This is an optimization exercise on Yosys and OpenROAD, whose aim is small area, not a production implementation. Only simulation tests tie the RTL to the original design; equivalence was not proved.

==> module mat_engine_top, before the edit <==
module mat_engine_top (
    input  logic        clk,
    input  logic        rst_n,
    input  logic        cmd_valid,
    input  logic [1:0]  cmd_op,
    input  logic [3:0]  cmd_addr,
    input  logic [7:0]  cmd_data,
    input  logic [3:0]  rd_addr,
    output logic [19:0] rd_data,
    output logic        busy,
    output logic        done
);
    localparam int CW = 17;
    logic       act;       
    logic [7:0] step;      
    logic [7:0] step_inc;
    logic [3:0] ph;        
    logic [3:0] ph_inc;
    logic       clr;       
    logic       seen;      
    logic       last;
    logic       take;
    logic       start;
    assign last  = (step == 8'd191);
    assign clr   = !seen && (ph == 4'd0);
    assign take  = cmd_valid && (!act || last);
    assign start = take && (cmd_op == 2'd3);
    mat_inc #(.W(8)) u_step_inc (.a(step), .y(step_inc));
    mat_inc #(.W(4)) u_ph_inc   (.a(ph),   .y(ph_inc));
    always_ff @(posedge clk or negedge rst_n) begin
        if (!rst_n) begin
            act  <= 1'b0;
            busy <= 1'b0;
            done <= 1'b0;
            ph   <= '0;
            seen <= 1'b0;
        end else begin
            seen <= seen || (ph != 4'd0);
            ph   <= ph_inc;
            busy <= act && !last;
            if (start) begin
                act  <= 1'b1;
                done <= 1'b0;
            end else if (act && last) begin
                act  <= 1'b0;
                done <= 1'b1;
            end
        end
    end
    always_ff @(posedge clk) begin
        step <= start ? 8'd0 : step_inc;
    end
    logic [7:0]   ring_a [16];
    logic [7:0]   ring_b [16];
    logic [127:0] ring_a_flat;
    logic [127:0] ring_b_flat;
    logic [3:0]   wplace;
    logic         wr_a;
    logic         wr_b;
    logic [7:0]   wd;
    mat_add #(.W(4)) u_wplace (.a({cmd_addr[1:0], cmd_addr[3:2]}), .b(~ph), .ci(1'b0), .y(wplace));
    assign wr_a = take && (cmd_op == 2'd1);
    assign wr_b = take && (cmd_op == 2'd2);
    assign wd   = clr ? 8'd0 : cmd_data;
    always_ff @(posedge clk) begin
        for (int i = 0; i < 16; i++) begin
            ring_a[i] <= (clr || (wr_a && wplace == 4'(i))) ? wd : ring_a[(i + 1) % 16];
            ring_b[i] <= (clr || (wr_b && wplace == 4'(i))) ? wd : ring_b[(i + 1) % 16];
        end
    end
    always_comb begin
        for (int i = 0; i < 16; i++) begin
            ring_a_flat[i*8 +: 8] = ring_a[i];
            ring_b_flat[i*8 +: 8] = ring_b[i];
        end
    end
    logic [CW-1:0]    ring_c [16];
    logic [16*CW-1:0] ring_c_flat;
    logic [CW-1:0]    nxt;
    mat_mac u_mac (
        .ring_a (ring_a_flat),
        .ring_b (ring_b_flat),
        .c_in   (ring_c[0]),
        .ph     (ph),
        .act    (act),
        .k      (step[5:4]),
        .slc    (step[7:6]),
        .c_out  (nxt)
    );
    always_ff @(posedge clk) begin
        for (int i = 0; i < 15; i++) ring_c[i] <= ring_c[i+1];
        ring_c[15] <= nxt;
    end
    always_comb begin
        for (int i = 0; i < 16; i++) ring_c_flat[i*CW +: CW] = ring_c[i];
    end
    mat_rd_port u_rd (
        .ring_c  (ring_c_flat),
        .rd_addr (rd_addr),
        .ph      (ph),
        .rd_data (rd_data)
    );
endmodule
Settings: LEC_CHECK=0, ABC_AREA=1, CAP_MARGIN=20, CORE_MARGIN=2, CORE_UTILIZATION=60, CTS_BUF_LIST=sky130_fd_sc_hd__clkbuf_8, CTS_CLUSTER_DIAMETER=60, CTS_CLUSTER_SIZE=18, PLACE_DENSITY=0.75, SLEW_MARGIN=20; clock period 10.0 ns.
standard.sh (not shown) runs the stock make flow with config.mk's settings and CLKGATE_MAP_FILE= SYNTH_SCRIPT=/design/flow/synth_recipe.tcl, a recipe that flattens the netlist after the stock synthesis.
==> flow/flow/run.sh <==
#!/bin/bash
# The standard layout (the standard.sh: standard synthesis, floorplan,
# placement, CTS, routing) with three changes, passed as ORFS variables:
#  - after the floorplan, OpenROAD's restructure re-synthesizes the
#    combinational logic for area, twice (flow/restructure.tcl; registers are kept,
#    ABC gets the library without the DONT_USE_CELLS, made by
#    flow/filter_lib.py);
#  - port buffers are sky130_fd_sc_hd__buf_1 (every input and output port
#    still gets its own buffer);
#  - clock tree synthesis runs without dummy loads, with the same buffer
#    and clustering settings as config.mk.
# standard.sh's output goes to standard.log; each ORFS step's log is in
# orfs/logs/, and ABC's log of the restructure in orfs/results/.../rmp/.
set -euo pipefail
here=$(pwd)
export RMP_FILTER="$here/flow/filter_lib.py"
export POST_FLOORPLAN_TCL="$here/flow/restructure.tcl"
export BUFFER_PORTS_ARGS="-buffer_cell sky130_fd_sc_hd__buf_1"
export CTS_ARGS="-sink_clustering_enable -repair_clock_nets -dont_use_dummy_load -buf_list sky130_fd_sc_hd__clkbuf_8 -sink_clustering_size 18 -sink_clustering_max_diameter 60"
bash standard.sh > standard.log 2>&1
Other scripts of this flow, unchanged in this note and not shown: flow/flow/filter_lib.py, flow/flow/restructure.tcl
The starting point finished with timing, DRC and antenna clean.
Edit:
--- a/flow/design.v
+++ b/flow/design.v
@@ -47,14 +47,14 @@
     logic [7:0] step_inc;
     logic [3:0] ph;        
     logic [3:0] ph_inc;
     logic       clr;       
-    logic       seen;      
+    logic       clr_n;     
     logic       last;
     logic       take;
     logic       start;
     assign last  = (step == 8'd191);
-    assign clr   = !seen && (ph == 4'd0);
+    assign clr   = !clr_n;
     assign take  = cmd_valid && (!act || last);
     assign start = take && (cmd_op == 2'd3);
     mat_inc #(.W(8)) u_step_inc (.a(step), .y(step_inc));
     mat_inc #(.W(4)) u_ph_inc   (.a(ph),   .y(ph_inc));
@@ -63,11 +63,11 @@
             act  <= 1'b0;
             busy <= 1'b0;
             done <= 1'b0;
             ph   <= '0;
-            seen <= 1'b0;
+            clr_n <= 1'b0;
         end else begin
-            seen <= seen || (ph != 4'd0);
+            clr_n <= clr_n || !ph[0];
             ph   <= ph_inc;
             busy <= act && !last;
             if (start) begin
                 act  <= 1'b1;
After rerunning: The changed run went through all stages and came out clean. Cell count shrinks by 10%. Synthesized cell count drops by 1.2%. Register-to-register slack gains 0.23 ns. Via count goes down by 10%. Global-route usage falls by 1.1 points.

The RTL this note starts from:
==> flow/design.v <==
`timescale 1ns/1ps
package mat_cfg_pkg;
    localparam int MAT_N  = 4;
    localparam int IDX_W  = 2;
    localparam int ADDR_W = 4;
    localparam int OPND_W = 8;
    localparam int ACC_W  = 20;
    typedef logic signed [OPND_W-1:0] operand_t;
    typedef logic signed [ACC_W-1:0]  acc_t;
    typedef logic [MAT_N*OPND_W-1:0] opnd_row_t;
    typedef logic [MAT_N*ACC_W-1:0] acc_row_t;
endpackage
`timescale 1ns/1ps
package mat_ctrl_pkg;
    typedef enum logic [1:0] {
        OP_NOP    = 2'd0,
        OP_LOAD_A = 2'd1,
        OP_LOAD_B = 2'd2,
        OP_START  = 2'd3
    } host_op_e;
    typedef enum logic [1:0] {
        EX_IDLE,
        EX_MAC,
        EX_STORE
    } exec_state_e;
endpackage
`timescale 1ns/1ps
`timescale 1ns/1ps
`timescale 1ns/1ps
`timescale 1ns/1ps
`timescale 1ns/1ps
module mat_engine_top (
    input  logic        clk,
    input  logic        rst_n,
    input  logic        cmd_valid,
    input  logic [1:0]  cmd_op,
    input  logic [3:0]  cmd_addr,
    input  logic [7:0]  cmd_data,
    input  logic [3:0]  rd_addr,
    output logic [19:0] rd_data,
    output logic        busy,
    output logic        done
);
    localparam int CW = 17;
    logic       act;       
    logic [7:0] step;      
    logic [7:0] step_inc;
    logic [3:0] ph;        
    logic [3:0] ph_inc;
    logic       clr;       
    logic       last;
    logic       cmd_vld_q;
    logic [1:0] cmd_op_q;
    logic [3:0] cmd_addr_q;
    logic [7:0] cmd_data_q;
    logic       take;
    logic       start;
    assign last  = (step == 8'd191);
    assign take  = cmd_vld_q && !busy;
    assign start = take && (cmd_op_q == 2'd3);
    mat_inc #(.W(8)) u_step_inc (.a(step), .y(step_inc));
    mat_inc #(.W(4)) u_ph_inc   (.a(ph),   .y(ph_inc));
    always_ff @(posedge clk or negedge rst_n) begin
        if (!rst_n) begin
            act        <= 1'b0;
            busy       <= 1'b0;
            done       <= 1'b0;
            step       <= '0;
            ph         <= '0;
            clr        <= 1'b1;
            cmd_vld_q  <= 1'b0;
            cmd_data_q <= '0;
        end else begin
            clr        <= 1'b0;
            ph         <= ph_inc;
            cmd_vld_q  <= cmd_valid;
            cmd_data_q <= cmd_data;
            if (start) begin
                act  <= 1'b1;
                busy <= 1'b1;
                step <= '0;
                done <= 1'b0;
            end else if (act) begin
                step <= step_inc;
                if (last) begin
                    act  <= 1'b0;
                    busy <= 1'b0;
                    done <= 1'b1;
                end
            end
        end
    end
    always_ff @(posedge clk) begin
        cmd_op_q   <= cmd_op;
        cmd_addr_q <= cmd_addr;
    end
    logic [7:0]   ring_a [16];
    logic [7:0]   ring_b [16];
    logic [127:0] ring_a_flat;
    logic [127:0] ring_b_flat;
    logic [3:0]   wplace;
    logic         wr_a;
    logic         wr_b;
    mat_add #(.W(4)) u_wplace (.a({cmd_addr_q[1:0], cmd_addr_q[3:2]}), .b(~ph), .ci(1'b0), .y(wplace));
    assign wr_a = take && (cmd_op_q == 2'd1);
    assign wr_b = take && (cmd_op_q == 2'd2);
    always_ff @(posedge clk) begin
        for (int i = 0; i < 16; i++) begin
            ring_a[i] <= (clr || (wr_a && wplace == 4'(i))) ? cmd_data_q : ring_a[(i + 1) % 16];
            ring_b[i] <= (clr || (wr_b && wplace == 4'(i))) ? cmd_data_q : ring_b[(i + 1) % 16];
        end
    end
    always_comb begin
        for (int i = 0; i < 16; i++) begin
            ring_a_flat[i*8 +: 8] = ring_a[i];
            ring_b_flat[i*8 +: 8] = ring_b[i];
        end
    end
    logic [CW-1:0]    ring_c [16];
    logic [16*CW-1:0] ring_c_flat;
    logic [CW-1:0]    nxt;
    mat_mac u_mac (
        .ring_a (ring_a_flat),
        .ring_b (ring_b_flat),
        .c_in   (ring_c[0]),
        .ph     (ph),
        .act    (act),
        .k      (step[5:4]),
        .slc    (step[7:6]),
        .c_out  (nxt)
    );
    always_ff @(posedge clk) begin
        for (int i = 0; i < 15; i++) ring_c[i] <= ring_c[i+1];
        ring_c[15] <= nxt;
    end
    always_comb begin
        for (int i = 0; i < 16; i++) ring_c_flat[i*CW +: CW] = ring_c[i];
    end
    mat_rd_port u_rd (
        .ring_c  (ring_c_flat),
        .rd_addr (rd_addr),
        .ph      (ph),
        .rd_data (rd_data)
    );
endmodule
module mat_mac (
    input  logic [127:0] ring_a,
    input  logic [127:0] ring_b,
    input  logic [16:0]  c_in,
    input  logic [3:0]   ph,
    input  logic         act,
    input  logic [1:0]   k,
    input  logic [1:0]   slc,
    output logic [16:0]  c_out
);
    logic [1:0]  a_tap;
    logic [7:0]  a_op;
    logic [7:0]  b_op;
    logic        s0, s1, s2, neg;
    logic [7:0]  x, y, z;
    logic [16:0] base;
    logic [16:0] u0, u1, u2, sa, ca, sb, cb;
    mat_add #(.W(2)) u_a_tap (.a(k), .b(~ph[3:2]), .ci(1'b1), .y(a_tap));
    assign a_op = ring_a[{a_tap, 2'b00}*8 +: 8];
    always_comb begin
        case ({k, ph[1:0]})
            4'b00_00, 4'b01_01, 4'b10_10, 4'b11_11: b_op = ring_b[0*8 +: 8];
            4'b01_00, 4'b10_01, 4'b11_10:           b_op = ring_b[1*8 +: 8];
            4'b10_00, 4'b11_01:                     b_op = ring_b[2*8 +: 8];
            4'b11_00:                               b_op = ring_b[3*8 +: 8];
            4'b00_01, 4'b01_10, 4'b10_11:           b_op = ring_b[15*8 +: 8];
            4'b00_10, 4'b01_11:                     b_op = ring_b[14*8 +: 8];
            default:                                b_op = ring_b[13*8 +: 8];
        endcase
    end
    always_comb begin
        s0 = 1'b0; s1 = 1'b0; s2 = 1'b0; neg = 1'b0;
        if (act) begin
            case (slc)
                2'd0:    begin s1 = b_op[7]; s0 = b_op[6]; neg = 1'b1; end
                2'd1:    begin s2 = b_op[5]; s1 = b_op[4]; s0 = b_op[3]; end
                default: begin s2 = b_op[2]; s1 = b_op[1]; s0 = b_op[0]; end
            endcase
        end
    end
    always_comb begin
        if (k != 2'd0 || !act) base = c_in;
        else if (slc != 2'd0)  base = {c_in[13:0], 3'b000};
        else                   base = 17'd16;
    end
    assign x  = a_op & {8{s0}};
    assign y  = (a_op & {8{s1}}) ^ {8{neg}};
    assign z  = a_op & {8{s2}};
    assign u0 = 17'({act & ~x[7], x[6:0]});
    assign u1 = 17'({act & ~y[7], y[6:0], 1'b0});
    assign u2 = 17'({act & ~z[7], z[6:0], 2'b00});
    assign sa = base ^ u0 ^ u1;
    assign ca = {(base[15:0] & u0[15:0]) | (base[15:0] & u1[15:0]) | (u0[15:0] & u1[15:0]), 1'b0};
    assign sb = sa ^ ca ^ u2;
    assign cb = {(sa[15:0] & ca[15:0]) | (sa[15:0] & u2[15:0]) | (ca[15:0] & u2[15:0]), 1'b0};
    mat_add #(.W(17)) u_sum (.a(sb), .b(cb), .ci(1'b0), .y(c_out));
endmodule
module mat_rd_port (
    input  logic [16*17-1:0] ring_c,
    input  logic [3:0]       rd_addr,
    input  logic [3:0]       ph,
    output logic [19:0]      rd_data
);
    logic [3:0]  rplace;
    logic [16:0] rv;
    mat_add #(.W(4)) u_rplace (.a({rd_addr[1:0], rd_addr[3:2]}), .b(~ph), .ci(1'b1), .y(rplace));
    assign rv      = ring_c[rplace*17 +: 17];
    assign rd_data = {{3{rv[16] & (|rv[15:0])}}, rv};
endmodule
module mat_add #(parameter int W = 4) (
    input  logic [W-1:0] a,
    input  logic [W-1:0] b,
    input  logic         ci,
    output logic [W-1:0] y
);
    logic [W:0] c;
    always_comb begin
        c[0] = ci;
        for (int i = 0; i < W; i++) begin
            y[i]   = a[i] ^ b[i] ^ c[i];
            c[i+1] = (a[i] & b[i]) | (a[i] & c[i]) | (b[i] & c[i]);
        end
    end
endmodule
module mat_inc #(parameter int W = 4) (
    input  logic [W-1:0] a,
    output logic [W-1:0] y
);
    logic [W:0] c;
    always_comb begin
        c[0] = 1'b1;
        for (int i = 0; i < W; i++) begin
            y[i]   = a[i] ^ c[i];
            c[i+1] = a[i] & c[i];
        end
    end
endmodule
clock: 10.0 ns
lec_check: 0
cap_margin: 20
core_margin: 2
core_utilization: 60
cts_buf_list: sky130_fd_sc_hd__clkbuf_8
cts_cluster_diameter: 60
cts_cluster_size: 18
place_density: 0.75
slew_margin: 20
==> flow/flow/run.sh <==
#!/bin/bash
# The standard layout (the standard.sh: standard synthesis, floorplan,
# placement, CTS, routing) with two changes, passed as ORFS variables:
#  - port buffers are sky130_fd_sc_hd__buf_1 (every input and output port
#    still gets its own buffer);
#  - clock tree synthesis runs without dummy loads, with the same buffer
#    and clustering settings as config.mk.
# standard.sh's own output goes to standard.log; each ORFS step's log is in
# orfs/logs/.
set -euo pipefail
export BUFFER_PORTS_ARGS="-buffer_cell sky130_fd_sc_hd__buf_1"
export CTS_ARGS="-sink_clustering_enable -repair_clock_nets -dont_use_dummy_load -buf_list sky130_fd_sc_hd__clkbuf_8 -sink_clustering_size 18 -sink_clustering_max_diameter 60"
bash standard.sh > standard.log 2>&1
The first run produced a clean layout.
Edit:
--- a/flow/design.v
+++ b/flow/design.v
@@ -58,16 +58,15 @@
     assign last  = (step == 8'd191);
     assign take  = cmd_vld_q && !busy;
     assign start = take && (cmd_op_q == 2'd3);
     mat_inc #(.W(8)) u_step_inc (.a(step), .y(step_inc));
     mat_inc #(.W(4)) u_ph_inc   (.a(ph),   .y(ph_inc));
+    assign busy = act;
     always_ff @(posedge clk or negedge rst_n) begin
         if (!rst_n) begin
             act        <= 1'b0;
-            busy       <= 1'b0;
             done       <= 1'b0;
-            step       <= '0;
             ph         <= '0;
             clr        <= 1'b1;
             cmd_vld_q  <= 1'b0;
             cmd_data_q <= '0;
         end else begin
@@ -75,22 +74,19 @@
             ph         <= ph_inc;
             cmd_vld_q  <= cmd_valid;
             cmd_data_q <= cmd_data;
             if (start) begin
                 act  <= 1'b1;
-                busy <= 1'b1;
-                step <= '0;
                 done <= 1'b0;
-            end else if (act) begin
-                step <= step_inc;
-                if (last) begin
-                    act  <= 1'b0;
-                    busy <= 1'b0;
-                    done <= 1'b1;
-                end
+            end else if (act && last) begin
+                act  <= 1'b0;
+                done <= 1'b1;
             end
         end
+    end
+    always_ff @(posedge clk) begin
+        step <= start ? 8'd0 : step_inc;
     end
     always_ff @(posedge clk) begin
         cmd_op_q   <= cmd_op;
         cmd_addr_q <= cmd_addr;
     end
@@ -207,11 +203,16 @@
     output logic [19:0]      rd_data
 );
     logic [3:0]  rplace;
     logic [16:0] rv;
     mat_add #(.W(4)) u_rplace (.a({rd_addr[1:0], rd_addr[3:2]}), .b(~ph), .ci(1'b1), .y(rplace));
-    assign rv      = ring_c[rplace*17 +: 17];
+    logic [15:0] rsel;
+    always_comb begin
+        for (int i = 0; i < 16; i++) rsel[i] = (rplace == 4'(i));
+        rv = '0;
+        for (int i = 0; i < 16; i++) rv = rv | (ring_c[i*17 +: 17] & {17{rsel[i]}});
+    end
     assign rd_data = {{3{rv[16] & (|rv[15:0])}}, rv};
 endmodule
 module mat_add #(parameter int W = 4) (
     input  logic [W-1:0] a,
     input  logic [W-1:0] b,
=> Die area fell by 0.62%; synthesized area fell by about 0.6%; setup slack is worse by 0.19 ns; core utilization is lower by 0.26 points; worst hold slack gets better by 0.0076 ns; clock-buffer cell count is lower by 1; via count grows by about 16%; routed wire length increases by about 17%; register-to-register slack got worse by 0.19 ns; final cell count grows by 9.9%; cell area decreases by 0.66%; sequential share of layout area stays flat; non-clock buffer count rose by 13; global-route usage is higher by 3.2 points.

[afterwards: timing with drivers on the ports]
Ports are ideal in the flow. The routed layouts listed here were re-timed in OpenROAD.
Step 1, drivers: a clkbuf_16 drives clk and a buf_2 each remaining input, both assumed.
Step 2 moves the port delays by t, midway between the first and last clock arrival at a register: inputs arrive t later, outputs are due t later. That takes back most of the time a late clock gives input paths.
a / b / c = ideal ports / drivers / drivers and shift; a / b = the first two.
run	shift t [ns]	setup WS [ns]	worst data-port slew with drivers (ns)
the first run of note 1	0.593	1.924 / 1.900 / 1.900	0.09
the second run of note 1	0.622	1.771 / 1.752 / 1.752	0.07
the first run of note 2	0.598	1.716 / 1.716 / 1.716	0.08
the second run of note 2	0.610	1.528 / 1.528 / 1.528	0.03
After both steps every run listed still meets setup and hold. For the first run of note 1, which loses most, drivers alone change the setup slack by -0.024 ns; drivers and shift together by -0.024 ns.
